Background: an optimization exercise with open tools, aiming at small area. Do not read the settings as production practice. The RTL was checked by simulation tests, not by an equivalence proof against the original design. Power and IR drop assume default switching activity.

Setup of maple:
// fixed_block_free_list_allocator
module fixed_block_free_list_allocator (
    input  logic               i_clk,
    input  logic               i_rst_n,
    input  logic               start,
    output logic               busy,
    input  logic               i_kind,
    input  logic [SIZE_W-1:0]  i_request_size,
    input  logic [ADDR_W-1:0]  i_free_address,
    output logic               o_done,
    output logic [STAT_W-1:0]  o_status,
    output logic [ADDR_W-1:0]  o_block_address,
    output logic [ERR_W-1:0]   o_error_total,
    output logic [CNT_W-1:0]   o_outstanding_blocks
);
==> flow/config.mk <==
export PLATFORM = sky130hd
export DESIGN_NAME = fixed_block_free_list_allocator
export DESIGN_NICKNAME = fixed_block_free_list_allocator
export VERILOG_FILES = /design/flow/design.v
export SDC_FILE = /design/flow/constraint.sdc
export NUM_CORES = 4
export LEC_CHECK = 0
export CAP_MARGIN = 20
export CORE_MARGIN = 2
export CORE_UTILIZATION = 65
export SLEW_MARGIN = 20
export SYNTH_HIERARCHICAL = 1
export SYNTH_MEMORY_MAX_BITS = 16384
==> flow/constraint.sdc <==
create_clock -name core_clock -period 10.0 [get_ports {i_clk}]
set_input_delay 2.0000 -clock core_clock [delete_from_list [all_inputs] [get_ports {i_clk}]]
set_output_delay 2.0000 -clock core_clock [all_outputs]
set_load 0.01 [all_outputs]
standard.sh (not shown) runs the stock make flow with config.mk's settings and CLKGATE_MAP_FILE= SYNTH_SCRIPT=/design/flow/synth_recipe.tcl, a recipe that flattens the netlist after the stock synthesis.
==> flow/flow/run.sh <==
#!/bin/bash
# Own layout flow: the standard ORFS flow, with two changes:
#  - clock tree: no dummy loads, chosen buffer cell and sink clustering
#  - port buffers: the smallest buffer cell rather than the tool's default choice
# Each tool's full output goes to a log file in the folder this runs in.
set -euo pipefail
CTS_SIZE=35; CTS_DIAM=70
CTS="-sink_clustering_enable -repair_clock_nets -dont_use_dummy_load"
CTS="$CTS -buf_list ${CTS_BUF:-sky130_fd_sc_hd__clkbuf_16}"
if [[ -n "${CTS_SIZE:-}" ]]; then
  CTS="$CTS -sink_clustering_size $CTS_SIZE -sink_clustering_max_diameter $CTS_DIAM"
fi
export CTS_ARGS="$CTS"
export BUFFER_PORTS_ARGS="-buffer_cell sky130_fd_sc_hd__buf_1"
bash standard.sh "CTS_ARGS=$CTS_ARGS" "BUFFER_PORTS_ARGS=$BUFFER_PORTS_ARGS" finish > flow_make.log 2>&1
Changes in violet relative to maple:
Settings: CORE_UTILIZATION changed from 65 to 60.
--- a/flow/flow/run.sh
+++ b/flow/flow/run.sh
@@ -7 +7 @@
-CTS_SIZE=35; CTS_DIAM=70
+CTS_SIZE=30; CTS_DIAM=60
--- outcome ---
When the final numbers for maple and violet were put side by side, the via count turned out to be smaller in maple.
Measured against each other, maple and violet differ in power consumed by the clock network, the higher figure coming from violet.
[compare] base=maple new=violet: last weighted congestion value of the routability-driven placer decreased 5.2%; worst setup slack decreased 0.29 ns; critical path's largest stage delay increased 0.14 ns.
### violet -> harbor
Settings: CORE_UTILIZATION: 60 -> 70.
--- a/flow/flow/run.sh
+++ b/flow/flow/run.sh
@@ -7 +7 @@
-CTS_SIZE=30; CTS_DIAM=60
+CTS_SIZE=35; CTS_DIAM=70
### Flow results
harbor completed end to end with timing, DRC and antenna clean. Compared with violet, harbor shows routed length on met3 that has gone up by a little under 10%. Re met2 capacity usage during global routing: violet was lower than harbor. Re row count: harbor is 10 down on violet.
Inputs modified between harbor and willow:
Settings: changing CORE_UTILIZATION from 70 to 60.
- Compared to harbor, the routing of willow uses more wire.
- Across willow and harbor, none had a timing, DRC or antenna violation.
- Compared with harbor, number of nets in the finished design in willow increased slightly.
- Routing usage on met1 (higher): harbor
- Diff harbor..willow | flip-flop and latch count | unchanged
- Hold-critical path depth (lower): harbor
- Of the two values seen for slowest library cell on the worst path, sky130_fd_sc_hd__nor4b_1 was produced by harbor and sky130_fd_sc_hd__nor4_1 by willow.
- Between harbor and willow, the clock-pin slew of the registers on the worst-case setup and hold paths does not differ in any meaningful way.
- Changes observed in willow relative to harbor: length of routed met2 wiring went up by 5.3%; maximum achievable frequency fell about 7%.


Setup of main:
fixed_block_free_list_allocator, a different RTL version from the one above (not shown whole).
Size in the first run: ~4200 cells after synthesis, roughly 2100 flip-flops, about 150 I/O pins, about 0.077 mm2 of cells after synthesis.
Settings: LEC_CHECK=0, CAP_MARGIN=20, CORE_MARGIN=2, CORE_UTILIZATION=60, SLEW_MARGIN=20, SYNTH_HIERARCHICAL=1, SYNTH_MEMORY_MAX_BITS=16384; clock period 10.0 ns.
==> flow/flow/run.sh <==
#!/bin/bash
# Own layout flow: the standard ORFS flow, with two changes:
#  - clock tree: no dummy loads, chosen buffer cell and sink clustering
#  - port buffers: the smallest buffer cell rather than the tool's default choice
# Each tool's full output goes to a log file in the folder this runs in.
set -euo pipefail
CTS_SIZE=30; CTS_DIAM=60
CTS="-sink_clustering_enable -repair_clock_nets -dont_use_dummy_load"
CTS="$CTS -buf_list ${CTS_BUF:-sky130_fd_sc_hd__clkbuf_16}"
if [[ -n "${CTS_SIZE:-}" ]]; then
  CTS="$CTS -sink_clustering_size $CTS_SIZE -sink_clustering_max_diameter $CTS_DIAM"
fi
export CTS_ARGS="$CTS"
export BUFFER_PORTS_ARGS="-buffer_cell sky130_fd_sc_hd__buf_1"
bash standard.sh "CTS_ARGS=$CTS_ARGS" "BUFFER_PORTS_ARGS=$BUFFER_PORTS_ARGS" finish > flow_make.log 2>&1
main reached the end of the flow, and the finished layout is clean on the timing, DRC and antenna checks.
#### Input delta (the feature branch over main)
-- flow/flow/run.sh --
<<< main, line 7
CTS_SIZE=30; CTS_DIAM=60
>>> the feature branch, line 7
CTS_SIZE=35; CTS_DIAM=70
==> results.txt <==
Between main and the feature branch, total of plain and repair buffers excluding clock buffers decreased.
On actual transition at the worst max-transition pin: the feature branch sits below main.
Between main and the feature branch, the multi-input logic portion of the cell area does not differ in any meaningful way.
On worst hold margin, the feature branch and main are basically level.
On the feature branch: post-route fraction of the period consumed by the critical path is 1.2 points lower than what main gave.
Design area for the feature branch: about 0.9% down relative to main
Met2 layer usage reported by global route: main vs the feature branch, no meaningful difference
Summary of the comparison: largest stage delay on the critical path is lower in the feature branch, relative to main.
The lower number of standard cells in the final layout excluding fillers of the feature branch and main is in the feature branch.
Comparing the feature branch and main, number of CTS-inserted buffers is higher on main.
The feature branch and main ended up with nearly the same total wirelength of the detailed-routed design.

-- what the ideal ports hide --
In the flow no input, the clock included, has a driving cell. The finished layouts below were timed again as built, in two steps. Step 1 assumes that a clkbuf_16 drives the clock port and a buf_2 every other input. Step 2, shift: input delay + t, output delay - t, t = (earliest + latest rising clock arrival at the registers) / 2. This alone moves slack from input paths to output paths. Slacks: no drivers / after step 1 / after step 2; pairs: no drivers / after step 1.
run	t, ns	setup slack, ns	slew at the worst register clock pin (ns)
maple	0.799	1.368 / 1.295 / 2.094	0.12 / 0.12
violet	0.845	1.080 / 1.001 / 1.846	0.10 / 0.10
harbor	0.781	1.710 / 1.632 / 2.413	0.12 / 0.12
willow	0.815	1.069 / 0.991 / 1.806	0.12 / 0.12
main	0.847	1.183 / 1.109 / 1.956	0.10 / 0.10
the feature branch	0.822	1.305 / 1.231 / 2.053	0.12 / 0.12
After both steps setup and hold are still met in every run listed.
